Context: an optimization exercise on an open-source flow, tuned for small area. The choices shown serve that exercise and are no tape-out recipe.
RTL that was checked went through simulation tests only; none was proved equivalent to the original.
Only the layout flow was run in run 2; the RTL was not checked for function there.
Power and IR drop assume default switching activity.

**design/flow/design.v**
```verilog
module btb_aoi222 (
    input  logic a0, b0, a1, b1, a2, b2,
    output logic y
);
    assign y = ~((a0 & b0) | (a1 & b1) | (a2 & b2));
endmodule
module btb_nand2 (
    input  logic a, b,
    output logic y
);
    assign y = ~(a & b);
endmodule
module btb_nand6 (
    input  logic [5:0] a,
    output logic       y
);
    assign y = ~(&a);
endmodule
module btb_mux16 (
    input  logic [15:0] s,
    input  logic [15:0] d,
    output logic        y
);
    logic [5:0] t;
    for (genvar k = 0; k < 5; k++) begin : g_aoi
        btb_aoi222 u_aoi (
            .a0(s[3*k]),   .b0(d[3*k]),
            .a1(s[3*k+1]), .b1(d[3*k+1]),
            .a2(s[3*k+2]), .b2(d[3*k+2]),
            .y (t[k])
        );
    end
    btb_nand2 u_last (.a(s[15]), .b(d[15]), .y(t[5]));
    btb_nand6 u_or   (.a(t), .y(y));
endmodule
module btb_dec16 (
    input  logic       en,
    input  logic [3:0] idx,
    output logic [15:0] oh
);
    always_comb begin
        for (int i = 0; i < 16; i++) oh[i] = en && (idx == 4'(i));
    end
endmodule
module branch_target_predictor #(
    parameter int ADDR_WIDTH   = 32,
    parameter int INDEX_BITS   = 4,
    parameter int COUNTER_BITS = 2,
    parameter int TAG_BITS     = ADDR_WIDTH - INDEX_BITS - 2
) (
    input  logic                  clock,
    input  logic                  reset,
    input  logic [ADDR_WIDTH-1:0] lookup_pc,
    output logic                  predict_hit,
    output logic                  predict_taken,
    output logic [ADDR_WIDTH-1:0] predict_next_pc,
    input  logic                  update_valid,
    input  logic [ADDR_WIDTH-1:0] update_pc,
    input  logic                  update_taken,
    input  logic [ADDR_WIDTH-1:0] update_target,
    input  logic                  update_pred_taken,
    input  logic [ADDR_WIDTH-1:0] update_pred_target,
    input  logic                  flush,
    output logic                  mispredict,
    output logic [31:0]           branch_count,
    output logic [31:0]           mispredict_count
);
    localparam int ENTRIES = 16;
    logic [ENTRIES-1:0]      ent_valid;
    logic [TAG_BITS-1:0]     ent_tag    [ENTRIES];
    logic [ADDR_WIDTH-1:0]   ent_target [ENTRIES];
    logic [COUNTER_BITS-1:0] ent_ctr    [ENTRIES];
    logic [3:0]          lookup_idx, update_idx;
    logic [TAG_BITS-1:0] lookup_tag, update_tag;
    logic                unused_pc_bits;
    assign lookup_idx     = lookup_pc[5:2];
    assign lookup_tag     = lookup_pc[ADDR_WIDTH-1:6];
    assign update_idx     = update_pc[5:2];
    assign update_tag     = update_pc[ADDR_WIDTH-1:6];
    assign unused_pc_bits = &{1'b0, update_pc[1:0]};
    logic [ENTRIES-1:0] lsel, usel;
    btb_dec16 u_ldec (.en(1'b1),         .idx(lookup_idx), .oh(lsel));
    btb_dec16 u_udec (.en(update_valid), .idx(update_idx), .oh(usel));
    logic                  l_valid, l_ctr_hi;
    logic [TAG_BITS-1:0]   l_tag;
    logic [ADDR_WIDTH-1:0] l_target;
    logic                    u_valid;
    logic [TAG_BITS-1:0]     u_tag;
    logic [COUNTER_BITS-1:0] u_ctr;
    for (genvar b = 0; b < TAG_BITS; b++) begin : g_tag_rd
        logic [ENTRIES-1:0] col;
        for (genvar i = 0; i < ENTRIES; i++) begin : g_col
            assign col[i] = ent_tag[i][b];
        end
        btb_mux16 u_l (.s(lsel), .d(col), .y(l_tag[b]));
        btb_mux16 u_u (.s(usel), .d(col), .y(u_tag[b]));
    end
    for (genvar b = 0; b < ADDR_WIDTH; b++) begin : g_tgt_rd
        logic [ENTRIES-1:0] col;
        for (genvar i = 0; i < ENTRIES; i++) begin : g_col
            assign col[i] = ent_target[i][b];
        end
        btb_mux16 u_l (.s(lsel), .d(col), .y(l_target[b]));
    end
    for (genvar b = 0; b < COUNTER_BITS; b++) begin : g_ctr_rd
        logic [ENTRIES-1:0] col;
        for (genvar i = 0; i < ENTRIES; i++) begin : g_col
            assign col[i] = ent_ctr[i][b];
        end
        btb_mux16 u_u (.s(usel), .d(col), .y(u_ctr[b]));
    end
    logic [ENTRIES-1:0] ctr_hi_col;
    for (genvar i = 0; i < ENTRIES; i++) begin : g_hi_col
        assign ctr_hi_col[i] = ent_ctr[i][COUNTER_BITS-1];
    end
    btb_mux16 u_l_valid (.s(lsel), .d(ent_valid),  .y(l_valid));
    btb_mux16 u_l_ctr   (.s(lsel), .d(ctr_hi_col), .y(l_ctr_hi));
    btb_mux16 u_u_valid (.s(usel), .d(ent_valid),  .y(u_valid));
    assign predict_hit     = l_valid && (l_tag == lookup_tag);
    assign predict_taken   = predict_hit && l_ctr_hi;
    assign predict_next_pc = predict_taken ? l_target
                                           : {lookup_pc[ADDR_WIDTH-1:2] + 30'd1, lookup_pc[1:0]};
    logic                    u_hit;
    logic [COUNTER_BITS-1:0] u_ctr_next;
    assign u_hit = u_valid && (u_tag == update_tag);
    always_comb begin
        u_ctr_next = u_ctr;
        if (u_hit) begin
            if (update_taken) begin
                if (u_ctr != '1) u_ctr_next = u_ctr + COUNTER_BITS'(1);
            end else if (u_ctr != '0) begin
                u_ctr_next = u_ctr - COUNTER_BITS'(1);
            end
        end else if (update_taken) begin
            u_ctr_next = COUNTER_BITS'(1) << (COUNTER_BITS - 1);
        end
    end
    for (genvar i = 0; i < ENTRIES; i++) begin : g_entry
        logic wr;
        assign wr = usel[i] && update_taken;
        always_ff @(posedge clock) begin
            if (reset || flush) ent_valid[i] <= 1'b0;
            else if (wr) ent_valid[i] <= 1'b1;
        end
        always_ff @(posedge clock) begin
            if (wr) begin
                ent_tag[i]    <= update_tag;
                ent_target[i] <= update_target;
            end
            if (usel[i]) ent_ctr[i] <= u_ctr_next;
        end
    end
    logic miss_event;
    assign miss_event = update_valid &&
                        ((update_taken != update_pred_taken) ||
                         (update_taken && (update_target != update_pred_target)));
    always_ff @(posedge clock) begin
        if (reset) begin
            mispredict       <= 1'b0;
            branch_count     <= '0;
            mispredict_count <= '0;
        end else begin
            mispredict <= miss_event;
            if (update_valid && (branch_count != '1)) branch_count <= branch_count + 32'd1;
            if (miss_event && (mispredict_count != '1)) mispredict_count <= mispredict_count + 32'd1;
        end
    end
endmodule
```
**design/flow/run.sh**
```bash
#!/bin/bash
# synth_recipe.tcl (not shown) runs the flow's synth.tcl, then flattens the netlist and writes it again
# the make line also repeats each setting of config.mk as NAME=value (left out here)
make -C /OpenROAD-flow-scripts/flow DESIGN_CONFIG=/design/flow/config.mk WORK_HOME=/design/flow/orfs CLKGATE_MAP_FILE= SYNTH_SCRIPT=/design/flow/synth_recipe.tcl finish
```
**design/flow/config.mk**
```make
export PLATFORM = sky130hd
export DESIGN_NAME = branch_target_predictor
export DESIGN_NICKNAME = branch_target_predictor
export VERILOG_FILES = /design/flow/design.v
export SDC_FILE = /design/flow/constraint.sdc
export NUM_CORES = 4
export LEC_CHECK = 0
export CAP_MARGIN = 20
export CORE_MARGIN = 2
export CORE_UTILIZATION = 40
export SLEW_MARGIN = 20
export SYNTH_HIERARCHICAL = 1
export SYNTH_MINIMUM_KEEP_SIZE = 0
```
**design/flow/constraint.sdc**
```tcl
create_clock -name core_clock -period 7.0 [get_ports {clock}]
set_input_delay 1.4000 -clock core_clock [delete_from_list [all_inputs] [get_ports {clock}]]
set_output_delay 1.4000 -clock core_clock [all_outputs]
set_load 0.01 [all_outputs]
```
==> impl_results.md, run 1 <==
- Crit Path Max Fanout: 12
- Unrepaired setup endpoints after global routing: no
- Largest net degree at the start of global routing: 78
- Die Wd: 323.4 um
- Core Footprint: 101,400 um^2
- Clock transition at path regs: 60 ps
- FFs w/ async S/R, synth: 0
- Simple-Gate Fraction of Synth Area: 0.08938
- CP Class: input pin to primary output
- Initial Util: 0.4022
- Post-synthesis adder-cell area fraction: 0.0009199
- CP cell instances: buf_2 > nand2b_4 > buf_12 > nor2_4 > buf_12 > a222oi_1 > and4_1 > nand3_1 > xnor2_1 > buf_4 > nand4_1 > or4_4 > nor4_4 > and2_4 > buf_12 > mux2_2 > dlygate4sd2_1
- Yosys warnings: 11
- Via count: 29,080
- Fin. max-slew vios: 0
- Post-synth EDFFs: 960
- Complex-gate fraction of the synthesized area: 0.1199
- Clk pwr share: 0.432
- R2R Path End: ent_ctr[8][1]
- Largest family of logic cells by synthesized area: compound AO/OA/AOI/OAI gates
- Post-route DRC: 0
- Relative slew slack: 0.2557
- CTS tree: yes
- Maximum vdd drop: 0.0002755 V
- Flop-to-flop setup slack: 3750 ps
- Routed len/inst: 32.22 um
- Port bufs: 230
- Count leader, synth: edfxtp_1
- Row count: 117
- PD cells: 264.5 nW/um^2
- Most area-consuming cells after synthesis: edfxtp_1, a222oi_1, dfxtp_1
- Grt total ovfl: 0
- IO Pins: 233
- Nets: 3,096
- Sequential fraction of design power: 0.515
- Syn Area/Cell: 16.76 um^2
- Combinational share of power: 0.053
- Routability congestion estimate from global placement: 0.8883
- # fillers: 8,323
- Layout area overhead: 23.98%
- Met1 Usage GRT: 0.3480
- Startpoint Class: input pin
- Critical path launch point: lookup_pc[2]
- Worst-Skew Late Latency: 720 ps
- Synth cell types: 51
- Hold WC Path Type: flip-flop to flip-flop
- Area share of the largest cell type after synthesis: 0.7065
- Cell mode on critical path: buf_12
- Switch Pwr: 2.927 mW
- Starting DRT DRC Count: 5,636
- Post-Route Utilization: 0.4987
- Crit path DAT: 5490 ps
- Mapped Area: 40,810 um^2
- Slew @ Worst Pin: 1114 ps
- Met3 GRT Util: 0.06511
- Most Crowded Layer GR: met2
- Total power: 13.38 mW
- Die footprint: 104,600 um^2
- First-pass detailed-route iteration total: 7
- Routed vias/inst: 6.575
- Most instantiated cells after synthesis: edfxtp_1, a222oi_1, nand3_1
- Worst r2r src: ent_tag[9][25]
- Initial antenna violation count: 10
- Share of post-route cells with drive strength above 1: 0.1535
- Post-synthesis xor/xnor area fraction: 0.02959
- Period utilization: 0.9839
- Final setup fails: 0
- Final Hold Fails: 0
- Top FF cell, synth: edfxtp_1
- First-pass GRT wire length: 201.4 mm
- Critical-path top delay cell: or4_4
- Sequential-to-total area share from yosys stat: 0.7462
- Worst Setup End Kind: primary output
- Worst Path Required: 5600 ps
- Pint: 10.46 mW
- Met2 Use GR: 0.4260
- CTS root buf: clkbuf_16
- Peak Freq: 145.2 MHz
- Sum of negative setup slack: 0 ps
- Synth Instances: 2,435
- Die height: 323.4 um
- H-tree depth: 3
- Final Skew: 63.31 ps
- Leading area contributor after synthesis: edfxtp_1
- R2r worst-path depth: 9
- Post-synthesis mux area share: 0.009076
- Hpwl dp: 87.75 mm
- Synth Register Bits: 1,041
- Vias in the first global route: 28,680
- Max incr delay on CP: 530 ps
- CP endpoint: predict_next_pc[22]
- Max Cap Viol: 0
- Switching Fraction: 0.2187
- Cts bufs inserted: 105
- Antenna Nets Post-Route: 0
- Final min period: 6887 ps
- Final WL: 142.5 mm
- Status: timing/DRC/antenna clean
- Count of clock tree sinks: 1,041
- Total Routing Usage GR: 0.2679
- Max clock buf depth: 3
- Leakage: 15.87 nW
==> flip-flops by register name, summed over array words and instances, names as in the netlist <==
name / count
ent_tag: 416
mispredict: 1
branch_count: 32
ent_target: 512
ent_valid: 16
ent_ctr: 32
mispredict_count: 32
==> critical path: cells and delay by family <==
family          cells  cell delay [ps]
buf+inv             6             1100
mux                 1              390
compound gates      1              460
xor+xnor            1              210
simple gates        8             1910
==> modules after synthesis (local to each module, per instance), excerpt <==
module,flops+latches,times used,area [um^2],cells
branch_target_predictor,1041,1,34560,1677
btb_dec16,0,2,117.6,23
btb_aoi222,0,445,10.01,1
btb_nand2,0,89,3.754,1
btb_nand6,0,89,13.76,2
==> layout by cell type, fill, tap and decap left out, types with 10 or more instances in the layout <==
cell type and instances:
edfxtp_1 960, a222oi_1 445, clkdlybuf4s50_1 193, buf_4 192
nand3_1 135, nand2_1 125, clkbuf_16 105, and4_1 100
nor2_1 87, xnor2_1 86, dfxtp_1 81, nand4_1 51
xor2_1 50, dlymetal6s2s_1 30, clkinv_2 27, a21oi_1 26
buf_12 25, nor2_4 24, nor4_1 22, nor3_1 22
o21ai_0 22, mux2_1 18, and2_4 17, clkinv_1 17
o31ai_1 16, or4_1 16, bufinv_16 15, mux2_2 14
clkbuf_1 12, nor2b_1 10
==> routing by layer <==
metal,part of all wire,routed length (um)
met4,0.045,6383
met1,0.37,52220
met5,0.00032,46
met2,0.46,66140
met3,0.12,17710
==> layout make-up <==
class                   instances  area [um^2]  share of cell area
inverters                       8        30.03           0.0005936
repair buffers                450         4330             0.08560
diodes                          7        17.52           0.0003463
flip-flops and latches       1041        30450              0.6019
multi-input cells            1353        10480              0.2072
clock buffers                 117         2673             0.05283
well taps                    1368         1712             0.03383
clock inverters                79        893.4             0.01766
==> power groups by stage <==
stage / clock network, mW / logic, mW / registers [mW]
floorplan: 0 / 0.263 / 7.02
global placement: 0 / 0.691 / 7.02
detailed placement: 0 / 0.701 / 7.02
CTS: 5.84 / 0.705 / 6.89
global route: 6.09 / 0.745 / 6.89
finish: 5.78 / 0.712 / 6.89
==> worst min-delay path by stage <==
stage / startpoint / endpoint / slack, ps / cells past startpoint
2_1_floorplan: ent_valid[0] / ent_valid[0] / 460 / 2
3_3_place_gp: ent_valid[3] / ent_valid[3] / 470 / 2
3_5_place_dp: ent_valid[1] / ent_valid[1] / 480 / 2
4_1_cts: ent_valid[1] / ent_valid[1] / 500 / 2
5_1_grt: mispredict_count[31] / mispredict_count[31] / 530 / 2
6_report: ent_valid[1] / ent_valid[1] / 500 / 2
==> kinds of logic after synthesis <==
family                   after synthesis
XOR/XNOR                             137
flip-flops                          1041
other                                  1
AND/OR/NAND/NOR                      658
adder cells (fa/ha/maj)                3
buffers and inverters                 44
AO/OA/AOI/OAI                        518
multiplexers                          33
==> stage by stage <==
stage                     area (um^2)  hold slack (ps)  cells  setup WS (ps)
after floorplan                 40890            460.7   2438          259.3
after global placement          46880            471.7   4217         -851.9
after detailed placement        46880            483.1   4217         -826.1
after CTS                       50470            496.6   4415          7.601
after global routing            50580            533.5   4420          19.47
final                           50590            502.6   4423          112.6
==> repair_timing <==
item                       CTS  global route
hold buffers                 0             0
buffers inserted             2             1
gates resized for setup     32            35
pin swaps                    5             3
setup endpoints to repair   34            31
==> run 2, diff against run 1 <==
--- a/design/flow/design.v
+++ b/design/flow/design.v
@@ -42,2 +42,46 @@
         for (int i = 0; i < 16; i++) oh[i] = en && (idx == 4'(i));
+    end
+endmodule
+module btb_and2 (
+    input  logic a, b,
+    output logic y
+);
+    assign y = a & b;
+endmodule
+module btb_and4 (
+    input  logic a, b, c, d,
+    output logic y
+);
+    assign y = a & b & c & d;
+endmodule
+module btb_cbit (
+    input  logic q, c, nsat, rst,
+    output logic d
+);
+    assign d = ~(((q ~^ c) & nsat) | rst);
+endmodule
+module btb_satinc32 (
+    input  logic        en,
+    input  logic        rst,
+    input  logic [31:0] q,
+    output logic [31:0] d
+);
+    logic [7:0]  grp, e;
+    logic [31:0] c;
+    logic        nsat;
+    for (genvar g = 0; g < 8; g++) begin : g_grp
+        btb_and4 u_g (.a(q[4*g]), .b(q[4*g+1]), .c(q[4*g+2]), .d(q[4*g+3]), .y(grp[g]));
+        if (g == 0) begin : g_first
+            assign e[0] = en;
+        end else begin : g_next
+            btb_and2 u_e (.a(e[g-1]), .b(grp[g-1]), .y(e[g]));
+        end
+        assign c[4*g] = e[g];
+        for (genvar j = 1; j < 4; j++) begin : g_in
+            btb_and2 u_c (.a(c[4*g+j-1]), .b(q[4*g+j-1]), .y(c[4*g+j]));
+        end
+    end
+    assign nsat = ~(e[7] & grp[7]);
+    for (genvar i = 0; i < 32; i++) begin : g_bit
+        btb_cbit u_b (.q(q[i]), .c(c[i]), .nsat(nsat), .rst(rst), .d(d[i]));
     end
@@ -156,13 +200,10 @@
                          (update_taken && (update_target != update_pred_target)));
+    logic [31:0] branch_next, mispredict_next;
+    btb_satinc32 u_branch_inc     (.en(update_valid), .rst(reset), .q(branch_count),     .d(branch_next));
+    btb_satinc32 u_mispredict_inc (.en(miss_event),   .rst(reset), .q(mispredict_count), .d(mispredict_next));
     always_ff @(posedge clock) begin
-        if (reset) begin
-            mispredict       <= 1'b0;
-            branch_count     <= '0;
-            mispredict_count <= '0;
-        end else begin
-            mispredict <= miss_event;
-            if (update_valid && (branch_count != '1)) branch_count <= branch_count + 32'd1;
-            if (miss_event && (mispredict_count != '1)) mispredict_count <= mispredict_count + 32'd1;
-        end
-    end
-endmodule
+        mispredict       <= !reset && miss_event;
+        branch_count     <= branch_next;
+        mispredict_count <= mispredict_next;
+    end
+endmodule
==> design/flow/flow/run.sh (new file) <==
#!/bin/bash
# Standard ORFS layout, with two changes:
#  - ports are buffered with the smallest buffer (buf_1) instead of the tool's default pick;
#  - clock tree synthesis runs without dummy loads.
set -euo pipefail
bash standard.sh \
  "BUFFER_PORTS_ARGS=-buffer_cell sky130_fd_sc_hd__buf_1" \
  "CTS_ARGS=-sink_clustering_enable -repair_clock_nets -buf_list {sky130_fd_sc_hd__clkbuf_4 sky130_fd_sc_hd__clkbuf_8} -dont_use_dummy_load" \
  finish > standard_flow.log 2>&1
==> design/flow/standard.sh (new file) <==
#!/bin/bash
# synth_recipe.tcl (not shown) runs the flow's synth.tcl, then flattens the netlist and writes it again
# the make line also repeats each setting of config.mk as NAME=value (left out here)
make -C /OpenROAD-flow-scripts/flow DESIGN_CONFIG=/design/flow/config.mk WORK_HOME=/design/flow/orfs CLKGATE_MAP_FILE= SYNTH_SCRIPT=/design/flow/synth_recipe.tcl "${@:-finish}"
--- a/design/flow/config.mk
+++ b/design/flow/config.mk
@@ -10,2 +10,3 @@
 export CORE_UTILIZATION = 40
+export CTS_BUF_LIST = sky130_fd_sc_hd__clkbuf_4 sky130_fd_sc_hd__clkbuf_8
 export SLEW_MARGIN = 20
removed: design/flow/run.sh
==> impl_results.md, run 2 <==
- PD cells: 250.7 nW/um^2 (-5.2%)
- Initial Util: 0.4035 (+0.001268)
- Maximum vdd drop: 0.0001810 V (-34%)
- Top Registers: ent_target (512), ent_tag (416)
- Hold WC Path Type: flip-flop to flip-flop
- Die height: 321.6 um (-0.55%)
- Unrepaired setup endpoints after global routing: no
- Final min period: 6607 ps (-280.7 ps)
- Via count: 27,580 (-5.2%)
- Die Wd: 321.6 um (-0.55%)
- Routed len/inst: 32.75 um (+1.7%)
- Vias in the first global route: 27,220 (-5.1%)
- Final Skew: 157.4 ps (+94.06 ps)
- Max clock buf depth: 3 (unchanged)
- Crit Path Max Fanout: 30 (+18)
- Antenna Nets Post-Route: 0 (unchanged)
- Reg with most FFs: ent_target
- Clock transition at path regs: 50 ps (about the same)
- Port bufs: 230 (unchanged)
- Sequential-to-total area share from yosys stat: 0.7546 (+0.008423)
- Fin. max-slew vios: 0 (unchanged)
- Worst Setup End Kind: primary output
- Synth Instances: 2,311 (-5.1%)
- Die footprint: 103,400 um^2 (-1.1%)
- Grt total ovfl: 0 (unchanged)
- Top FF cell, synth: edfxtp_1
- Switching Fraction: 0.2186 (about the same)
- Final WL: 135.2 mm (-5.1%)
- Leading area contributor after synthesis: edfxtp_1
- Routed vias/inst: 6.683 (+1.7%)
- Initial antenna violation count: 9 (-1)
- CP cell instances: buf_1 > buf_4 > nand2_1 > nor2_4 > buf_12 > a222oi_1 > and4_1 > nand3_1 > xnor2_1 > nand4_1 > nor4_2 > nand4_1 > buf_4 > mux2_1 > buf_1
- Layout area overhead: 15.48%
- Post-CTS Hold Fix Bufs: 0 (unchanged)
- Slew @ Worst Pin: 1149 ps (+35.11 ps)
- Synth Register Bits: 1,041 (unchanged)
- FFs w/ async S/R, synth: 0 (unchanged)
- Post-route DRC: 0 (unchanged)
- Final Hold Slack: 502.1 ps (-0.5610 ps)
- First-pass detailed-route iteration total: 10 (+3)
- Final setup fails: 0 (unchanged)
- H-tree depth: 4 (+1)
- Routability congestion estimate from global placement: 0.8616 (-3.0%)
- Worst-Skew Late Latency: 920 ps (+200 ps)
- Mapped Area: 40,350 um^2 (-1.1%)
- Nets: 2,960 (-4.4%)
- Combinational share of power: 0.053 (about the same)
- Relative slew slack: 0.2340 (-0.02164)
- Critical-path top delay cell: xnor2_1
- Largest net degree at the start of global routing: 67 (-14%)
- Row count: 116 (-0.85%)
- Leakage: 13.98 nW (-12%)
- Yosys warnings: 11 (unchanged)
- CP Class: input pin to primary output
- First-pass GRT wire length: 189.9 mm (-5.7%)
- Most area-consuming cells after synthesis: edfxtp_1, a222oi_1, dfxtp_1
- Startpoint Class: input pin
- Clk pwr share: 0.357 (-0.075)
- Peak Freq: 151.4 MHz (+4.2%)
- Period utilization: 0.9438 (-0.04009)
- Max reg flops: 512 (unchanged)
- Count of clock tree sinks: 1,041 (unchanged)
- Crit path DAT: 5210 ps (-280 ps)
- CTS tree: yes
- Final Hold Fails: 0 (unchanged)
- Worst Path Required: 5600 ps (about the same)
- Count leader, synth: edfxtp_1
- Sum of negative setup slack: 0 ps (unchanged)
- Most instantiated cells after synthesis: edfxtp_1, a222oi_1, xnor2_1
- Share of post-route cells with drive strength above 1: 0.1250 (-0.02850)
- CTS root buf: clkbuf_8
- Most frequent cells in the layout: edfxtp_1, a222oi_1, buf_1
- Max Cap Viol: 0 (unchanged)
- Status: timing/DRC/antenna clean
- Syn Area/Cell: 17.46 um^2 (+4.2%)
- Total Routing Usage GR: 0.2555 (-0.01243)
- Post-synth EDFFs: 960 (unchanged)
- Hpwl dp: 77.19 mm (-12%)
- Commonest non-fill, non-tap cell in the layout: edfxtp_1
- Crit path buf inv count: 5 (-1)
- Starting DRT DRC Count: 5,228 (-7.2%)
- Crit path max-delay family: simple AND/OR/NAND/NOR gates
- Switch Pwr: 2.554 mW (-13%)
- Sequential fraction of design power: 0.590 (+0.075)
- IO Pins: 233 (unchanged)
- Synth cell types: 40 (-22%)
- Cts bufs inserted: 166 (+58%)
- Max incr delay on CP: 400 ps (-130 ps)
- Core Footprint: 100,000 um^2 (-1.4%)
- Area share of the largest cell type after synthesis: 0.7144 (+0.007974)
- Pint: 9.129 mW (-13%)
==> run 2: worst register-to-register path: stages, from the launching register on <==
cell and delay (ps):
edfxtp_1 390, a222oi_1 340, and4_1 250, nand3_1 120
xor2_1 170, nor3_1 530, nand4_1 330, o22a_1 470
==> run 2: layer usage <==
layer | track usage | share of wire | wire, um
met1 | 0.3332 | 0.36 | 49240
met2 | 0.3996 | 0.45 | 61460
met3 | 0.07420 | 0.14 | 18920
met4 | 0.1067 | 0.040 | 5359
met5 | 0 | 0.0015 | 206
==> run 2: through the flow <==
step	instance area [um^2]	cells	utilization	setup slack [ps]	power, mW
after floorplan	40380	2314	-	34.24	7.269
after global placement	44240	3952	0.4424	329.9	7.606
after detailed placement	44240	3952	0.4424	284.9	7.625
after CTS	46530	4118	0.4653	261.0	11.74
after global routing	46590	4123	0.4659	106.5	12.03
final	46600	4127	0.4660	393.2	11.68
==> run 2: cell families (layout without fill, tap and decap cells) <==
family | count (synthesis) | in the layout | synth area share
AOI/OAI and AO/OA | 513 | 513 | 0.1190
and+or+nand+nor | 533 | 533 | 0.07699
adders and majority gates | 1 | 1 | 0.0003100
buffers and inverters | 13 | 522 | 0.001550
DFF | 1041 | 1041 | 0.7546
other | 1 | 10 | 0.00009294
muxes | 33 | 33 | 0.009240
xor gates and xnor gates | 176 | 176 | 0.03820
==> run 2: Yosys stat by module, one instance, submodules excluded, a selection <==
module | times used | cells inside
btb_aoi222 | 445 | 1
btb_and2 | 62 | 1
btb_nand6 | 89 | 2
btb_cbit | 64 | 2
btb_and4 | 16 | 1
btb_satinc32 | 2 | 1
branch_target_predictor | 1 | 1345
btb_nand2 | 89 | 1
btb_dec16 | 2 | 23
==> run 2: final timing paths <==
| kind | startpoint | to | slack, ps | cells past startpoint |
|---|---|---|---|---|
| worst max-delay path | lookup_pc[2] | predict_next_pc[25] | 390 | 15 |
| worst min-delay path | ent_valid[10] | ent_valid[10] | 500 | 2 |
| worst max register to register | ent_tag[12][8] | ent_ctr[11][1] | 3920 | 7 |
| worst min register to register | ent_valid[10] | ent_valid[10] | 500 | 2 |
==> run 2: layout make-up <==
class | instances | area, um^2
clock buffer | 166 | 2285
tap | 1298 | 1624
inverter | 3 | 11.26
sequential | 1041 | 30450
fill | 8519 | 53400
antenna | 6 | 15.01
multi-input combinational | 1260 | 10140
timing repair buffer | 353 | 2071
==> run 2: power groups by stage <==
stage          Combinational (mW)  Sequential, mW  Clock [mW]
6_report                    0.618            6.90        4.17
5_1_grt                     0.648            6.90        4.48
4_1_cts                     0.606            6.90        4.24
3_5_place_dp                0.604            7.02           0
3_3_place_gp                0.591            7.01           0
2_1_floorplan               0.252            7.02           0
==> run 2: repair_timing <==
action                     CTS  global route
setup endpoints to repair    0            27
gates resized for setup      0             2
setup buffers                0             1
==> run 3, diff against run 2 <==
--- a/design/flow/design.v
+++ b/design/flow/design.v
@@ -11,2 +11,14 @@
     assign y = ~(a & b);
+endmodule
+module btb_and3 (
+    input  logic a, b, c,
+    output logic y
+);
+    assign y = a & b & c;
+endmodule
+module btb_nand4 (
+    input  logic a, b, c, d,
+    output logic y
+);
+    assign y = ~(a & b & c & d);
 endmodule
@@ -16,3 +28,5 @@
 );
-    assign y = ~(&a);
+    logic t;
+    btb_and3  u_a (.a(a[3]), .b(a[4]), .c(a[5]), .y(t));
+    btb_nand4 u_n (.a(a[0]), .b(a[1]), .c(a[2]), .d(t), .y(y));
 endmodule
@@ -35,9 +49,53 @@
 endmodule
-module btb_dec16 (
+module btb_inv (
+    input  logic a,
+    output logic y
+);
+    assign y = ~a;
+endmodule
+module btb_nand3 (
+    input  logic a, b, c,
+    output logic y
+);
+    assign y = ~(a & b & c);
+endmodule
+module btb_nor2 (
+    input  logic a, b,
+    output logic y
+);
+    assign y = ~(a | b);
+endmodule
+module btb_predec4 #(
+    parameter bit GATED = 1'b0
+) (
     input  logic       en,
-    input  logic [3:0] idx,
+    input  logic [1:0] idx,
+    output logic [3:0] ny
+);
+    logic [1:0] n;
+    btb_inv u_i0 (.a(idx[0]), .y(n[0]));
+    btb_inv u_i1 (.a(idx[1]), .y(n[1]));
+    for (genvar k = 0; k < 4; k++) begin : g_k
+        logic b0, b1;
+        assign b0 = k[0] ? idx[0] : n[0];
+        assign b1 = k[1] ? idx[1] : n[1];
+        if (GATED) begin : g_en
+            btb_nand3 u_n (.a(en), .b(b1), .c(b0), .y(ny[k]));
+        end else begin : g_plain
+            btb_nand2 u_n (.a(b1), .b(b0), .y(ny[k]));
+        end
+    end
+endmodule
+module btb_dec16 #(
+    parameter bit GATED = 1'b0
+) (
+    input  logic        en,
+    input  logic [3:0]  idx,
     output logic [15:0] oh
 );
-    always_comb begin
-        for (int i = 0; i < 16; i++) oh[i] = en && (idx == 4'(i));
+    logic [3:0] nlo, nhi;
+    btb_predec4 #(.GATED(1'b0))  u_lo (.en(1'b1), .idx(idx[1:0]), .ny(nlo));
+    btb_predec4 #(.GATED(GATED)) u_hi (.en(en),   .idx(idx[3:2]), .ny(nhi));
+    for (genvar i = 0; i < 16; i++) begin : g_o
+        btb_nor2 u_o (.a(nhi[i/4]), .b(nlo[i%4]), .y(oh[i]));
     end
@@ -125,4 +183,4 @@
     logic [ENTRIES-1:0] lsel, usel;
-    btb_dec16 u_ldec (.en(1'b1),         .idx(lookup_idx), .oh(lsel));
-    btb_dec16 u_udec (.en(update_valid), .idx(update_idx), .oh(usel));
+    btb_dec16 #(.GATED(1'b0)) u_ldec (.en(1'b1),         .idx(lookup_idx), .oh(lsel));
+    btb_dec16 #(.GATED(1'b1)) u_udec (.en(update_valid), .idx(update_idx), .oh(usel));
     logic                  l_valid, l_ctr_hi;
==> design/flow/flow/run.sh (replaced) <==
#!/bin/bash
# Standard ORFS layout (the standard.sh), with two changes:
#  - ports are buffered with the smallest buffer (buf_1) instead of the tool's default pick;
#  - clock tree synthesis clusters up to 16 sinks per clkbuf_8 and adds no dummy loads.
# The make output (all tools) goes to standard_flow.log; each ORFS step also keeps its own
# log under orfs/logs/.
set -euo pipefail
bash standard.sh \
  "BUFFER_PORTS_ARGS=-buffer_cell sky130_fd_sc_hd__buf_1" \
  "CTS_ARGS=-sink_clustering_enable -repair_clock_nets -buf_list sky130_fd_sc_hd__clkbuf_8 -sink_clustering_size 16 -sink_clustering_max_diameter 80 -dont_use_dummy_load" \
  finish > standard_flow.log 2>&1
--- a/design/flow/config.mk
+++ b/design/flow/config.mk
@@ -7,7 +7,6 @@
 export LEC_CHECK = 0
-export CAP_MARGIN = 20
+export CAP_MARGIN = 10
 export CORE_MARGIN = 2
-export CORE_UTILIZATION = 40
-export CTS_BUF_LIST = sky130_fd_sc_hd__clkbuf_4 sky130_fd_sc_hd__clkbuf_8
-export SLEW_MARGIN = 20
+export CORE_UTILIZATION = 50
+export SLEW_MARGIN = 10
 export SYNTH_HIERARCHICAL = 1
==> impl_results.md, run 3 <==
- H-tree depth: 3 (-1)
- Slew @ Worst Pin: 1173 ps (+24.49 ps)
- PD cells: 230.5 nW/um^2 (-8.0%)
- Worst Setup End Kind: primary output
- Clock transition at path regs: 100 ps (+50 ps)
- Pre-CTS WS: 427.2 ps (+142.3 ps)
- Flop-to-flop setup slack: 3520 ps (-400 ps)
- First-pass GRT wire length: 185.7 mm (-2.2%)
- CTS root buf: clkbuf_8
- Sum of negative setup slack: 0 ps (unchanged)
- Hpwl dp: 79.43 mm (+2.9%)
- Largest net degree at the start of global routing: 67 (unchanged)
- Worst r2r src: ent_tag[12][4]
- Most frequent cells in the layout: edfxtp_1, a222oi_1, buf_1
- Worst-Skew Late Latency: 700 ps (-220 ps)
- R2R Path End: ent_ctr[10][0]
- Port bufs: 230 (unchanged)
- Share of post-route cells with drive strength above 1: 0.09913 (-0.02592)
- Top Registers: ent_target (512), ent_tag (416)
- Critical path launch point: lookup_pc[4]
- Routed vias/inst: 7.121 (+6.5%)
- Post-route DRC: 0 (unchanged)
- Antenna Nets Post-Route: 0 (unchanged)
- Synth Instances: 2,320 (+0.39%)
- CP Class: input pin to primary output
- Max reg flops: 512 (unchanged)
- Die Wd: 287.6 um (-11%)
- Die footprint: 82,710 um^2 (-20%)
- Max Cap Viol: 0 (unchanged)
- Final worst slack: 278.2 ps (-115.0 ps)
- Startpoint Class: input pin
- Hold WC Path Type: flip-flop to flip-flop
- Unrepaired setup endpoints after global routing: no
- First-pass detailed-route iteration total: 13 (+3)
- Starting DRT DRC Count: 5,395 (+3.2%)
- Final std cells w/o fill: 3,819 (-7.5%)
- Relative slew slack: 0.2177 (-0.01633)
- Cts bufs inserted: 75 (-55%)
- Total Routing Usage GR: 0.3158 (+0.06032)
- Final Hold Fails: 0 (unchanged)
- Status: timing/DRC/antenna clean
- Post CTS Setup Buffer Count: 0 (unchanged)
- Maximum vdd drop: 0.0002334 V (+29%)
- Inst Count DP: 3,739 (-5.4%)
- Peak Freq: 148.8 MHz (-1.7%)
- CP endpoint: predict_next_pc[29]
- Via count: 27,190 (-1.4%)
- Initial Util: 0.5025 (+0.09902)
- Crit Path Max Fanout: 32 (+6.7%)
- Core Footprint: 80,030 um^2 (-20%)
- Grt total ovfl: 0 (unchanged)
- Layout area overhead: 11.71%
- Routed len/inst: 34.96 um (+6.7%)
- Die height: 287.6 um (-11%)
- Crit path DAT: 5320 ps (+110 ps)
- Commonest non-fill, non-tap cell in the layout: edfxtp_1
- Fin. max-slew vios: 0 (unchanged)
- CTS tree: yes
- Syn Area/Cell: 17.33 um^2 (-0.72%)
- Post-CTS Hold Fix Bufs: 0 (unchanged)
- Row count: 104 (-10%)
- Post-CTS sizing: 0 (unchanged)
- Max clock buf depth: 3 (unchanged)
- Nets: 2,891 (-2.3%)
- Reg with most FFs: ent_target
- Routability congestion estimate from global placement: 0.9169 (+6.4%)
- Period utilization: 0.9603 (+0.01643)
- IO Pins: 233 (unchanged)
- Count of clock tree sinks: 1,041 (unchanged)
- Final min period: 6722 ps (+115.0 ps)
- Final setup fails: 0 (unchanged)
- R2r worst-path depth: 9 (+2)
- Leakage: 13.41 nW (-4.1%)
- Mapped Area: 40,210 um^2 (-0.33%)
- Initial antenna violation count: 10 (+1)
- Worst Path Required: 5600 ps (about the same)
- Vias in the first global route: 26,440 (-2.8%)
- Final Skew: 46.98 ps (-110.4 ps)
- Final Hold Slack: 511.0 ps (+8.983 ps)
- Final WL: 133.5 mm (-1.2%)
- Yosys warnings: 10 (-1)
==> run 3: cell count changes in the layout (fill, tap and decap cells not counted), moves of 11 or more <==
cell and delta:
and3_1 +89, nand4_1 +89, nand3_1 -87, and4_1 -89, nand2_1 +11, buf_4 +23
clkbuf_8 -91
==> run 3: layer usage <==
layer	GRT usage	share of wire	vias to the layer above
li1	-	-	11130
met1	0.4397	0.37	13780
met2	0.4897	0.46	2000
met3	0.07345	0.13	280
met4	0.1118	0.034	10
met5	0	0.00041	-
==> run 3: where the power goes <==
| part | total, mW | internal (mW) | switching (mW) |
|---|---|---|---|
| Clock | 2.79 | 0.966 | 1.82 |
| Sequential | 6.88 | 6.85 | 0.0258 |
| Combinational | 0.688 | 0.208 | 0.480 |
| Total | 10.4 | 8.03 | 2.33 |
==> run 3: critical path, stage by stage <==
cell and delay [ps]:
buf_1 300, inv_1 100, nand2_1 310, nor2_4 210, buf_4 190, a222oi_1 330, and3_1 230, nand4_1 210
xnor2_1 360, nand4_1 140, nor4_1 420, nand4_1 240, buf_12 250, mux2_1 420, buf_1 160
==> run 3: worst min path at each step <==
stage	start	to	slack [ps]	cells after the start
after floorplan	ent_valid[0]	ent_valid[0]	460	2
after CTS	ent_valid[2]	ent_valid[2]	510	2
after global placement	ent_valid[9]	ent_valid[9]	470	2
final	ent_valid[7]	ent_valid[7]	510	2
after detailed placement	ent_valid[2]	ent_valid[2]	490	2
after global routing	ent_valid[3]	ent_valid[3]	530	2
==> run 3: area by class of cell <==
| cell class | count | area [um^2] |
|---|---|---|
| timing repair buffer | 369 | 2108 |
| multi-input combinational | 1258 | 9953 |
| tap | 1060 | 1326 |
| fill | 6307 | 35100 |
| inverter | 11 | 41.29 |
| sequential | 1041 | 30450 |
| antenna | 5 | 12.51 |
| clock buffer | 75 | 1032 |
==> run 3: through the flow <==
stage / instance area, um^2 / util / power [mW]
floorplan: 40210 / - / 7.308
global placement: 43880 / 0.5483 / 7.673
detailed placement: 43880 / 0.5483 / 7.691
CTS: 44910 / 0.5612 / 10.39
global route: 44920 / 0.5613 / 10.66
finish: 44920 / 0.5614 / 10.36
==> run 4, diff against run 3 <==
==> design/flow/flow/run.sh (replaced) <==
#!/bin/bash
# Standard ORFS layout (the standard.sh), with two changes:
#  - ports are buffered with the smallest buffer (buf_1) instead of the tool's default pick;
#  - clock tree synthesis clusters up to 18 sinks per clkbuf_8 and adds no dummy loads.
# The make output (all tools) goes to standard_flow.log; each ORFS step also keeps its own
# log under orfs/logs/.
set -euo pipefail
bash standard.sh \
  "BUFFER_PORTS_ARGS=-buffer_cell sky130_fd_sc_hd__buf_1" \
  "CTS_ARGS=-sink_clustering_enable -repair_clock_nets -buf_list sky130_fd_sc_hd__clkbuf_8 -sink_clustering_size 18 -sink_clustering_max_diameter 80 -dont_use_dummy_load" \
  finish > standard_flow.log 2>&1
--- a/design/flow/config.mk
+++ b/design/flow/config.mk
@@ -9,3 +9,3 @@
 export CORE_MARGIN = 2
-export CORE_UTILIZATION = 50
+export CORE_UTILIZATION = 60
 export SLEW_MARGIN = 10
==> impl_results.md, run 4 <==
- Core Footprint: 66,100 um^2 (-17%)
- Total Routing Usage GR: 0.3622 (+0.04639)
- Unrepaired setup endpoints after global routing: no
- Combinational share of power: 0.068 (+0.002)
- Met2 Use GR: 0.5536 (+0.06386)
- Share of post-route cells with drive strength above 1: 0.09712 (-0.002013)
- First-pass GRT wire length: 180.7 mm (-2.7%)
- Switching Fraction: 0.2247 (-0.0003248)
- Layout area overhead: 10.54%
- Initial antenna violation count: 6 (-4)
- Met3 GRT Util: 0.08443 (+0.01097)
- Clk pwr share: 0.260 (-0.009)
- Die Wd: 262.9 um (-8.6%)
- Die footprint: 69,110 um^2 (-16%)
- IO Pins: 233 (unchanged)
- Period utilization: 1.001 (+0.04075)
- Nets: 2,876 (-0.52%)
- Grt total ovfl: 0 (unchanged)
- Antenna Nets Post-Route: 0 (unchanged)
- Most frequent cells in the layout: edfxtp_1, a222oi_1, buf_1
- Hpwl dp: 72.56 mm (-8.6%)
- Sequential fraction of design power: 0.673 (+0.009)
- Via count: 27,380 (+0.70%)
- Final setup fails: 3 (+3)
- Fin. max-slew vios: 0 (unchanged)
- CP Class: input pin to primary output
- Vias in the first global route: 26,380 (-0.25%)
- Largest net degree at the start of global routing: 67 (unchanged)
- Clock transition at path regs: 110 ps (about the same)
- Synth Instances: 2,320 (unchanged)
- Port bufs: 230 (unchanged)
- Worst-Skew Late Latency: 710 ps (about the same)
- Crit Path Max Fanout: 32 (unchanged)
- Pint: 7.929 mW (-1.2%)
- First-pass detailed-route iteration total: 12 (-1)
- Switch Pwr: 2.298 mW (-1.4%)
- Most Crowded Layer GR: met2
- Reg with most FFs: ent_target
- Startpoint Class: input pin
- Final worst slack: -7.054 ps (-285.3 ps)
- Slew @ Worst Pin: 1348 ps (+174.7 ps)
- Relative slew slack: 0.1003 (-0.1174)
- Initial Util: 0.6084 (+0.1059)
- Met1 Usage GRT: 0.5062 (+0.06651)
- Status: complete, but fails checks
- Count of clock tree sinks: 1,041 (unchanged)
- Routed len/inst: 35.43 um (+1.3%)
- Routability congestion estimate from global placement: 0.8568 (-6.6%)
- CTS tree: yes
- Mapped Area: 40,210 um^2 (unchanged)
- PD cells: 230.0 nW/um^2 (-0.22%)
- Routed vias/inst: 7.587 (+6.6%)
- Post-Route Utilization: 0.6726 (+0.1112)
- Final min period: 7007 ps (+285.3 ps)
- SO Faults: negative setup slack
- Sum of negative setup slack: -13.71 ps (-13.71 ps)
- Final WL: 127.9 mm (-4.2%)
- Commonest non-fill, non-tap cell in the layout: edfxtp_1
- Syn Area/Cell: 17.33 um^2 (unchanged)
- Peak Freq: 142.7 MHz (-4.1%)
- Max clock buf depth: 3 (unchanged)
- Max Cap Viol: 0 (unchanged)
- Final Hold Fails: 0 (unchanged)
- Row count: 94 (-9.6%)
- CTS root buf: clkbuf_8
- Crit path DAT: 5610 ps (+290 ps)
- Worst Setup End Kind: primary output
- Cts bufs inserted: 67 (-11%)
- Yosys warnings: 10 (unchanged)
- Starting DRT DRC Count: 5,755 (+6.7%)
- Post-CTS Hold Fix Bufs: 0 (unchanged)
- H-tree depth: 3 (unchanged)
- Leakage: 13.27 nW (-1.0%)
- Hold WC Path Type: flip-flop to flip-flop
- Final Skew: 46.47 ps (-0.5098 ps)
- Maximum vdd drop: 0.0001724 V (-26%)
- Max reg flops: 512 (unchanged)
- Top Registers: ent_target (512), ent_tag (416)
- Worst Path Required: 5600 ps (about the same)
- Post-route DRC: 0 (unchanged)
- Die height: 262.9 um (-8.6%)
-- run 4: final cells by class --
| class | count | area [um^2] |
|---|---|---|
| diodes | 6 | 15.01 |
| clock buffers | 67 | 922.1 |
| multi-input cells | 1264 | 10030 |
| fillers | 4500 | 21640 |
| repair buffers | 356 | 1919 |
| inverters | 11 | 41.29 |
| flip-flops and latches | 1041 | 30450 |
| well taps | 864 | 1081 |
-- run 4: timing repair --
action                     4_1_cts  5_1_grt
buffers inserted                 3        0
pin swaps                        4        2
setup endpoints to repair       31       31
gates cloned                     4        2
resized for setup                4        7
-- run 4: stage by stage --
| stage | total power, mW | cells | area, um^2 | setup WS, ps | hold WS [ps] |
|---|---|---|---|---|---|
| floorplan | 7.308 | 2320 | 40210 | 131.9 | 460.7 |
| global placement | 7.661 | 3526 | 43380 | -58.01 | 474.6 |
| detailed placement | 7.677 | 3526 | 43380 | -163.9 | 491.5 |
| CTS | 10.21 | 3600 | 44380 | 39.99 | 509.3 |
| global route | 10.47 | 3607 | 44450 | 59.72 | 524.3 |
| finish | 10.23 | 3609 | 44460 | -7.054 | 511.5 |
-- run 4: power by group through the flow --
stage / Combinational (mW) / Clock (mW) / Sequential [mW]
after global placement: 0.645 / 0 / 7.02
after detailed placement: 0.656 / 0 / 7.02
after floorplan: 0.292 / 0 / 7.02
final: 0.694 / 2.65 / 6.88
after global routing: 0.716 / 2.87 / 6.89
after CTS: 0.668 / 2.67 / 6.88
-- run 4: critical path, stage by stage --
cell,delay (ps)
buf_1,420
nand2_2,380
nor2_4,700
buf_4,300
a222oi_1,120
and3_1,240
nand4_1,180
xnor2_1,140
nand4_1,140
nor4_2,390
buf_4,180
nand4_1,140
buf_12,220
mux2_1,440
buf_1,160
-- run 4: worst paths after layout --
path | depth (start not counted) | slack, ps | end | start
setup reg to reg | 8 | 3840 | ent_ctr[14][1] | ent_tag[12][2]
hold reg to reg | 2 | 510 | ent_valid[2] | ent_valid[2]
hold / removal | 2 | 510 | ent_valid[2] | ent_valid[2]
setup / recovery | 15 | -7 | predict_next_pc[29] | lookup_pc[5]
-- run 4: routing by layer --
| layer | part of all wire | vias up |
|---|---|---|
| li1 | - | 11100 |
| met1 | 0.35 | 13670 |
| met2 | 0.45 | 2261 |
| met3 | 0.15 | 353 |
| met4 | 0.046 | 2 |
| met5 | 0.000094 | - |
==> run 5, diff against run 4 <==
--- a/design/flow/config.mk
+++ b/design/flow/config.mk
@@ -9,3 +9,3 @@
 export CORE_MARGIN = 2
-export CORE_UTILIZATION = 60
+export CORE_UTILIZATION = 50
 export SLEW_MARGIN = 10
==> impl_results.md, run 5 <==
- Status: timing/DRC/antenna clean
- Die height: 287.6 um (+9.4%)
- Die Wd: 287.6 um (+9.4%)
- Hold WC Path Type: flip-flop to flip-flop
- Final Skew: 55.66 ps (+9.193 ps)
- First-pass detailed-route iteration total: 10 (-2)
- CTS root buf: clkbuf_8
- Reg with most FFs: ent_target
- H-tree depth: 3 (unchanged)
- Synth Instances: 2,320 (unchanged)
- Routed vias/inst: 7.108 (-6.3%)
- Unrepaired setup endpoints after global routing: no
- Die footprint: 82,710 um^2 (+20%)
- HP Start: ent_valid[1]
- Final Hold Fails: 0 (unchanged)
- Commonest non-fill, non-tap cell in the layout: edfxtp_1
- Worst-Skew Late Latency: 700 ps (about the same)
- Layout area overhead: 11.47%
- Yosys warnings: 10 (unchanged)
- Largest net degree at the start of global routing: 67 (unchanged)
- Nets: 2,884 (+0.28%)
- R2r worst-path depth: 9 (+1)
- Final Hold Slack: 504.7 ps (-6.833 ps)
- IO Pins: 233 (unchanged)
- Grt total ovfl: 0 (unchanged)
- Leakage: 13.36 nW (+0.66%)
- Initial antenna violation count: 10 (+4)
- Relative slew slack: 0.2017 (+0.1014)
- Routability congestion estimate from global placement: 0.9169 (+7.0%)
- Max reg flops: 512 (unchanged)
- Top Registers: ent_target (512), ent_tag (416)
- Most frequent cells in the layout: edfxtp_1, a222oi_1, buf_1
- Crit path DAT: 5310 ps (-300 ps)
- Worst r2r src: ent_tag[12][4]
- Total Routing Usage GR: 0.3157 (-0.04650)
- Fin. max-slew vios: 0 (unchanged)
- Max Cap Viol: 0 (unchanged)
- Flop-to-flop setup slack: 3490 ps (-350 ps)
- CTS tree: yes
- Hpwl dp: 79.43 mm (+9.5%)
- Max clock buf depth: 3 (unchanged)
- Starting DRT DRC Count: 5,275 (-8.3%)
- First-pass GRT wire length: 185.5 mm (+2.7%)
- Count of clock tree sinks: 1,041 (unchanged)
- WHS Path Cells: 2 (unchanged)
- Final setup fails: 0 (-3)
- Crit Path Max Fanout: 32 (unchanged)
- Post CTS Setup Buffer Count: 0 (-3)
- Final WL: 133.2 mm (+4.1%)
- Post-CTS sizing: 0 (-4)
- Port bufs: 230 (unchanged)
- Share of post-route cells with drive strength above 1: 0.09683 (-0.0002828)
- Via count: 27,100 (-1.1%)
- Worst Setup End Kind: primary output
- Core Footprint: 80,030 um^2 (+21%)
- PD cells: 228.7 nW/um^2 (-0.57%)
- Syn Area/Cell: 17.33 um^2 (unchanged)
- Final min period: 6709 ps (-298.5 ps)
- Post-route DRC: 0 (unchanged)
- Row count: 104 (+11%)
- Mapped Area: 40,210 um^2 (unchanged)
- Initial Util: 0.5025 (-0.1059)
- Post-Route Utilization: 0.5601 (-0.1124)
- Maximum vdd drop: 0.0001754 V (+1.8%)
- Clock transition at path regs: 60 ps (-50 ps)
- Worst Path Required: 5600 ps (about the same)
- Slew @ Worst Pin: 1197 ps (-150.7 ps)
- Startpoint Class: input pin
- Worst Hold End: ent_valid[1]
- Cts bufs inserted: 68 (+1.5%)
- CP Class: input pin to primary output
- Period utilization: 0.9584 (-0.04265)
- Post-CTS Hold Fix Bufs: 0 (unchanged)
- R2R Path End: ent_ctr[12][0]
- Sum of negative setup slack: 0 ps (+13.71 ps)
- Routed len/inst: 34.93 um (-1.4%)
- Antenna Nets Post-Route: 0 (unchanged)
- Peak Freq: 149.1 MHz (+4.5%)
- Vias in the first global route: 26,440 (+0.23%)
## run 5: cell types whose count changed in the layout (fill, tap and decap cells not counted), sizes merged
cell   delta
nor2      -6
diode     -1
buf      +14
## run 5: layer usage
metal	vias to the layer above	wire (um)	track usage
met2	1996	60540	0.4891
met3	277	17930	0.07813
met1	13710	50240	0.4366
met4	10	4387	0.1122
met5	-	63	0
li1	11110	-	-
## run 5: layout make-up
type                    count  area [um^2]
diodes                      5        12.51
flip-flops and latches   1041        30450
multi-input cells        1258         9953
clock buffers              68        935.9
well taps                1060         1326
repair buffers            369         2108
fillers                  6301        35200
inverters                  11        41.29
## run 5: report_power, final
group	internal (mW)	switching, mW	total [mW]
Clock	0.881	1.81	2.69
Sequential	6.85	0.0257	6.88
Combinational	0.208	0.479	0.688
Total	7.94	2.31	10.3
## run 5: how the worst max path moves through the flow
| stage | startpoint | endpoint | depth (start not counted) |
|---|---|---|---|
| after floorplan | lookup_pc[3] | predict_next_pc[22] | 12 |
| after global placement | lookup_pc[4] | predict_next_pc[23] | 15 |
| after detailed placement | lookup_pc[4] | predict_next_pc[23] | 15 |
| after CTS | lookup_pc[4] | predict_next_pc[23] | 15 |
| after global routing | lookup_pc[4] | predict_next_pc[23] | 15 |
| final | lookup_pc[3] | predict_next_pc[29] | 15 |
## run 5: critical path, stage by stage
cell and delay (ps):
buf_1 290, inv_1 100, nand2_1 310, nor2_4 130
buf_12 200, a222oi_1 340, and3_1 230, nand4_1 130
xnor2_1 410, nand4_1 220, nor4_1 430, nand4_1 240
buf_12 250, mux2_1 420, buf_1 160
## run 5: through the flow
stage               cell area (um^2)  worst slack, ps  power, mW  cells
floorplan                      40210            131.9      7.308   2320
global placement               43880            451.3      7.673   3739
detailed placement             43880            427.2      7.691   3739
CTS                            44810            411.3      10.28   3807
global route                   44820            160.4      10.55   3811
finish                         44830            291.5      10.25   3812
==> run 6, diff against run 5 <==
--- a/design/flow/design.v
+++ b/design/flow/design.v
@@ -48,2 +48,27 @@
     btb_nand6 u_or   (.a(t), .y(y));
+endmodule
+module btb_mux16n (
+    input  logic [15:0] s,
+    input  logic [15:0] d,
+    output logic        lo,
+    output logic        hi
+);
+    logic [5:0] t;
+    for (genvar k = 0; k < 5; k++) begin : g_aoi
+        btb_aoi222 u_aoi (
+            .a0(s[3*k]),   .b0(d[3*k]),
+            .a1(s[3*k+1]), .b1(d[3*k+1]),
+            .a2(s[3*k+2]), .b2(d[3*k+2]),
+            .y (t[k])
+        );
+    end
+    btb_nand2 u_last (.a(s[15]), .b(d[15]), .y(t[5]));
+    btb_and3  u_lo   (.a(t[0]), .b(t[1]), .c(t[2]), .y(lo));
+    btb_and3  u_hi   (.a(t[3]), .b(t[4]), .c(t[5]), .y(hi));
+endmodule
+module btb_aoi32 (
+    input  logic a1, a2, a3, b1, b2,
+    output logic y
+);
+    assign y = ~((a1 & a2 & a3) | (b1 & b2));
 endmodule
@@ -187,3 +212,3 @@
     logic [TAG_BITS-1:0]   l_tag;
-    logic [ADDR_WIDTH-1:0] l_target;
+    logic [ADDR_WIDTH-1:0] l_target_nlo, l_target_nhi;   
     logic                    u_valid;
@@ -204,3 +229,3 @@
         end
-        btb_mux16 u_l (.s(lsel), .d(col), .y(l_target[b]));
+        btb_mux16n u_l (.s(lsel), .d(col), .lo(l_target_nlo[b]), .hi(l_target_nhi[b]));
     end
@@ -222,4 +247,13 @@
     assign predict_taken   = predict_hit && l_ctr_hi;
-    assign predict_next_pc = predict_taken ? l_target
-                                           : {lookup_pc[ADDR_WIDTH-1:2] + 30'd1, lookup_pc[1:0]};
+    logic [ADDR_WIDTH-1:0] seq_pc_n;
+    logic                  not_taken;
+    assign seq_pc_n  = ~{lookup_pc[ADDR_WIDTH-1:2] + 30'd1, lookup_pc[1:0]};
+    assign not_taken = ~predict_taken;
+    for (genvar b = 0; b < ADDR_WIDTH; b++) begin : g_next
+        btb_aoi32 u_o (
+            .a1(predict_taken), .a2(l_target_nlo[b]), .a3(l_target_nhi[b]),
+            .b1(not_taken),     .b2(seq_pc_n[b]),
+            .y (predict_next_pc[b])
+        );
+    end
     logic                    u_hit;
==> impl_results.md, run 6 <==
- Starting DRT DRC Count: 5,159 (-2.2%)
- Status: timing/DRC/antenna clean
- Syn Area/Cell: 17.34 um^2 (about the same)
- Max reg flops: 512 (unchanged)
- First-pass detailed-route iteration total: 10 (unchanged)
- Placed Area: 43,640 um^2 (-0.53%)
- Sum of negative setup slack: 0 ps (unchanged)
- PD cells: 229.3 nW/um^2 (+0.23%)
- Most frequent cells in the layout: edfxtp_1, a222oi_1, buf_1
- Final worst slack: 202.8 ps (-88.66 ps)
- Final setup fails: 0 (unchanged)
- Register area: 30,450 um^2 (unchanged)
- Period utilization: 0.9710 (+0.01267)
- Max clock buf depth: 3 (unchanged)
- Layout area overhead: 11.60%
- Top Registers: ent_target (512), ent_tag (416)
- Multi-input gate area: 9837 um^2 (-1.2%)
- Post-CTS Hold Fix Bufs: 0 (unchanged)
- Mapped Area: 40,040 um^2 (-0.44%)
- CTS tree: yes
- IO Pins: 233 (unchanged)
- Count of clock tree sinks: 1,041 (unchanged)
- Initial Util: 0.5060 (+0.003491)
- Die height: 287.0 um (-0.22%)
- Nets: 2,867 (-0.59%)
- Die footprint: 82,360 um^2 (-0.43%)
- Routed len/inst: 34.17 um (-2.2%)
- Unrepaired setup endpoints after global routing: no
- Routed vias/inst: 7.093 (-0.21%)
- Leakage: 13.15 nW (-1.6%)
- Port bufs: 230 (unchanged)
- Vias in the first global route: 26,370 (-0.25%)
- CP Class: input pin to primary output
- Row count: 103 (-0.96%)
- Pre-CTS WS: -5.555 ps (-432.7 ps)
- Crit Path Max Fanout: 30 (-6.3%)
- Hpwl dp: 76.83 mm (-3.3%)
- Hold WC Path Type: flip-flop to flip-flop
- Synth Instances: 2,309 (-0.47%)
- Cts bufs inserted: 68 (unchanged)
- Total Routing Usage GR: 0.3064 (-0.009326)
- Final Skew: 35.48 ps (-20.18 ps)
- H-tree depth: 3 (unchanged)
- Final Hold Slack: 506.9 ps (+2.263 ps)
- Clock transition at path regs: 100 ps (+40 ps)
- Largest net degree at the start of global routing: 67 (unchanged)
- Grt total ovfl: 0 (unchanged)
- Worst-Skew Late Latency: 700 ps (about the same)
- Yosys warnings: 10 (unchanged)
- Startpoint Class: input pin
- Via count: 26,860 (-0.89%)
- Core Footprint: 79,130 um^2 (-1.1%)
- Antenna Nets Post-Route: 0 (unchanged)
- Post-route cell area: 44,680 um^2 (-0.32%)
- Post-route DRC: 0 (unchanged)
- Final min period: 6797 ps (+88.66 ps)
- Post-Route Utilization: 0.5647 (+0.004557)
- Routability congestion estimate from global placement: 0.8440 (-8.0%)
- Final WL: 129.4 mm (-2.9%)
- Share of post-route cells with drive strength above 1: 0.09670 (-0.0001296)
- CTS root buf: clkbuf_8
- Final Hold Fails: 0 (unchanged)
- Worst Path Required: 5600 ps (about the same)
- Peak Freq: 147.1 MHz (-1.3%)
- Max Cap Viol: 0 (unchanged)
- # fillers: 6,331 (+0.48%)
- Die Wd: 287.0 um (-0.22%)
- Commonest non-fill, non-tap cell in the layout: edfxtp_1
- Crit path DAT: 5400 ps (+90 ps)
- Fin. max-slew vios: 0 (unchanged)
- Maximum vdd drop: 0.0001525 V (-13%)
- Reg with most FFs: ent_target
- Worst Setup End Kind: primary output
- Slew @ Worst Pin: 1105 ps (-91.98 ps)
- Initial antenna violation count: 13 (+3)
- Relative slew slack: 0.2612 (+0.05954)
- First-pass GRT wire length: 181.4 mm (-2.2%)
-- run 6: final timing paths --
path	cells after the start	end	slack (ps)	startpoint
worst max-delay path	16	predict_next_pc[6]	200	lookup_pc[3]
worst min register to register	2	ent_valid[8]	510	ent_valid[8]
worst min-delay path	2	ent_valid[8]	510	ent_valid[8]
worst max register to register	10	branch_count[13]	3840	branch_count[2]
-- run 6: routing by layer --
metal / GRT usage / vias up / routed length, um
met1: 0.4170 / 13630 / 48840
met3: 0.06357 / 298 / 15020
met5: 0 / - / 93
li1: - / 11090 / -
met4: 0.1087 / 16 / 4377
met2: 0.4920 / 1829 / 61020
-- run 6: timing repair --
item	4_1_cts	5_1_grt
setup buffers	0	5
resized for setup	1	11
pin swaps	0	3
setup endpoints to repair	3	33
-- run 6: area by class of cell --
cell class | instances | share of cell area
antenna | 6 | 0.0003360
clock buffer | 68 | 0.02094
inverter | 14 | 0.001176
multi-input combinational | 1249 | 0.2201
sequential | 1041 | 0.6814
tap | 1050 | 0.02940
timing repair buffer | 358 | 0.04657
-- run 6: metrics by stage --
| step | std cells | power (mW) |
|---|---|---|
| floorplan | 2309 | 7.305 |
| global placement | 3707 | 7.663 |
| CTS | 3775 | 10.27 |
| global route | 3784 | 10.53 |
| detailed placement | 3707 | 7.680 |
| finish | 3786 | 10.24 |
-- run 6: worst max-delay path, stage by stage --
cell and delay (ps):
clkbuf_2 190, inv_1 90, nand2_1 210, nor2_4 80
buf_12 190, a222oi_1 410, and3_1 250, nand4_1 270
xnor2_2 280, nand4_2 110, or4_1 600, nor4_4 350
nand2_2 140, buf_4 260, a32oi_1 320, buf_1 210
-- run 6: report_power, final --
| part | switching [mW] | internal (mW) | total [mW] |
|---|---|---|---|
| combinational | 0.467 | 0.210 | 0.678 |
| clock | 1.81 | 0.881 | 2.69 |
| sequential | 0.0252 | 6.85 | 6.88 |
| total | 2.30 | 7.94 | 10.2 |
==> run 7, diff against run 6 <==
--- a/design/flow/config.mk
+++ b/design/flow/config.mk
@@ -10,2 +10,3 @@
 export CORE_UTILIZATION = 50
+export PLACE_DENSITY = 0.75
 export SLEW_MARGIN = 10
==> impl_results.md, run 7 <==
- Worst Path Required: 5600 ps (about the same)
- Commonest non-fill, non-tap cell in the layout: edfxtp_1
- Relative slew slack: 0.2447 (-0.01653)
- Routed len/inst: 33.10 um (-3.1%)
- Critical path depth: 16 (unchanged)
- Critical-path top delay cell: or4_1
- Post-route cell area: 44,830 um^2 (+0.33%)
- Post-route DRC: 0 (unchanged)
- Count of clock tree sinks: 1,041 (unchanged)
- CP cell instances: buf_1 > inv_1 > nand2_1 > nor2_4 > buf_12 > a222oi_1 > and3_1 > nand4_1 > xnor2_1 > nand4_2 > or4_1 > nor4_4 > nand2_1 > buf_12 > a32oi_1 > buf_1
- Syn Area/Cell: 17.34 um^2 (unchanged)
- CP Class: input pin to primary output
- Final WL: 125.2 mm (-3.2%)
- Worst Setup End Kind: primary output
- Maximum vdd drop: 0.0002053 V (+35%)
- Antenna Nets Post-Route: 0 (unchanged)
- Routability congestion estimate from global placement: 0.8890 (+5.3%)
- WHS Path Cells: 2 (unchanged)
- Max incr delay on CP: 590 ps (about the same)
- Final min period: 6862 ps (+64.82 ps)
- Leakage: 13.15 nW (about the same)
- Layout area overhead: 11.97%
- Starting DRT DRC Count: 6,412 (+24%)
- Grt total ovfl: 0 (unchanged)
- Mapped Area: 40,040 um^2 (unchanged)
- Post-CTS Hold Fix Bufs: 0 (unchanged)
- Clock transition at path regs: 110 ps (about the same)
- Final setup fails: 0 (unchanged)
- Final Skew: 116.5 ps (+81.02 ps)
- Period utilization: 0.9803 (+0.009261)
- Cts bufs inserted: 69 (+1.5%)
- Hold WC Path Type: flip-flop to flip-flop
- Total Routing Usage GR: 0.2955 (-0.01092)
- PD cells: 228.3 nW/um^2 (-0.43%)
- Nets: 2,863 (-0.14%)
- Slew @ Worst Pin: 1133 ps (+27.47 ps)
- Die Wd: 287.0 um (unchanged)
- Most frequent cells in the layout: edfxtp_1, a222oi_1, buf_1
- Max clock buf depth: 3 (unchanged)
- Max reg flops: 512 (unchanged)
- Vias in the first global route: 27,350 (+3.7%)
- Max Cap Viol: 0 (unchanged)
- Die height: 287.0 um (unchanged)
- Share of post-route cells with drive strength above 1: 0.09574 (-0.0009586)
- Port bufs: 230 (unchanged)
- Inst Count DP: 3,705 (-0.054%)
- Crit path max-delay family: simple AND/OR/NAND/NOR gates
- CTS root buf: clkbuf_8
- Final Hold Fails: 0 (unchanged)
- Crit Path Max Fanout: 32 (+6.7%)
- Via count: 27,540 (+2.5%)
- Startpoint Class: input pin
- Multi-input gate area: 9907 um^2 (+0.71%)
- IO Pins: 233 (unchanged)
- Core Footprint: 79,130 um^2 (unchanged)
- Routed vias/inst: 7.280 (+2.6%)
- # fillers: 5,981 (-5.5%)
- Fin. max-slew vios: 0 (unchanged)
- Yosys warnings: 10 (unchanged)
- Crit path DAT: 5460 ps (+60 ps)
- Register area: 30,450 um^2 (unchanged)
- Crit path buf inv count: 5 (unchanged)
- Initial antenna violation count: 15 (+2)
- Largest net degree at the start of global routing: 67 (unchanged)
- Placed Area: 43,740 um^2 (+0.22%)
- Final worst slack: 138.0 ps (-64.82 ps)
- Pre-CTS WS: 13.28 ps (+18.83 ps)
- R2r worst-path depth: 9 (-1)
- First-pass detailed-route iteration total: 9 (-1)
- Synth Instances: 2,309 (unchanged)
- Final std cells w/o fill: 3,783 (-0.079%)
- CTS tree: yes
- First-pass GRT wire length: 177.6 mm (-2.1%)
- Final Hold Slack: 517.4 ps (+10.42 ps)
- H-tree depth: 3 (unchanged)
- Unrepaired setup endpoints after global routing: yes
- Die footprint: 82,360 um^2 (unchanged)
- Worst-Skew Late Latency: 730 ps (+30 ps)
- Status: timing/DRC/antenna clean
- Top Registers: ent_target (512), ent_tag (416)
- Hpwl dp: 73.71 mm (-4.1%)
- Initial Util: 0.5060 (unchanged)
- Reg with most FFs: ent_target
- Row count: 103 (unchanged)
- Peak Freq: 145.7 MHz (-0.94%)
run 7: path summary, 6_finish.rpt:
path | to | startpoint | slack, ps
setup / recovery | predict_next_pc[24] | lookup_pc[4] | 140
hold / removal | ent_valid[15] | ent_valid[15] | 520
setup reg to reg | ent_ctr[12][0] | ent_tag[9][9] | 3790
hold reg to reg | ent_valid[15] | ent_valid[15] | 520
run 7: tightest hold or removal path, delay by kind of cell (launching register included):
| family | cells | cell delay, ps |
|---|---|---|
| flops | 1 | 340 |
| simple gates | 2 | 140 |
run 7: what timing repair did:
action,CTS,global route
endpoints found under the setup margin,1,33
buffers inserted,0,2
gates resized for setup,1,15
pin swaps,0,2
run 7: through the flow:
stage	setup TNS [ps]	total power, mW	utilization
global placement	0	7.641	0.5528
floorplan	0	7.305	-
detailed placement	0	7.667	0.5528
global route	-7.335	10.47	0.5664
finish	0	10.23	0.5666
CTS	0	10.21	0.5649
run 7: power by group:
| group | internal [mW] | switching, mW |
|---|---|---|
| logic | 0.212 | 0.464 |
| registers | 6.85 | 0.0270 |
| clock network | 0.892 | 1.79 |
| total | 7.96 | 2.28 |
run 7: area by class of cell:
class                   instances  area share
multi-input cells            1249      0.2210
flip-flops and latches       1041      0.6792
repair buffers                353     0.04778
clock buffers                  69     0.02118
well taps                    1050     0.02930
diodes                          7   0.0003907
inverters                      14    0.001172
run 7: layer usage:
layer,share of wire,wire length (um),vias to the layer above,global-route usage
li1,-,-,11070,-
met1,0.33,40780,13400,0.3702
met2,0.46,57880,2561,0.4713
met3,0.16,19660,497,0.08754
met4,0.054,6797,14,0.1453
met5,0.00069,87,-,0

[re-timing with driven ports]
The flow's constraints put no driver on any port. The routed layouts listed below were extracted and timed again, unchanged, in two steps. Step 1 (the two cells are an assumption about what drives the block):
set clk [get_ports {clock}]
set_driving_cell -lib_cell sky130_fd_sc_hd__clkbuf_16 $clk
set_driving_cell -lib_cell sky130_fd_sc_hd__buf_2 [delete_from_list [all_inputs] $clk]
Step 2 also shifts input and output timing later by t, the mid clock arrival at the registers, as if the neighbouring blocks saw the same clock. Three values: ideal ports, drivers, drivers and shift; two values: the first two.
run	t, ns	slack for setup (ns)	worst setup path at the end	worst register clock-pin slew, ns	worst data-port slew with drivers (ns)
run 1	0.758	0.113 / 0.082 / 0.082	input to output	0.07 / 0.07	0.14
run 2	0.906	0.393 / 0.374 / 0.374	input to output	0.07 / 0.07	0.19
run 3	0.742	0.278 / 0.254 / 0.254	input to output	0.11 / 0.11	0.15
run 4	0.739	-0.007 / -0.032 / -0.032	input to output	0.12 / 0.12	0.12
run 5	0.744	0.291 / 0.262 / 0.262	input to output	0.11 / 0.11	0.15
run 6	0.746	0.203 / 0.117 / 0.117	input to output	0.12 / 0.12	0.13
run 7	0.737	0.138 / 0.065 / 0.065	input to output	0.11 / 0.11	0.15
The setup slack of run 6, which loses most, moves by -0.086 ns with the drivers and by -0.086 ns with both steps.
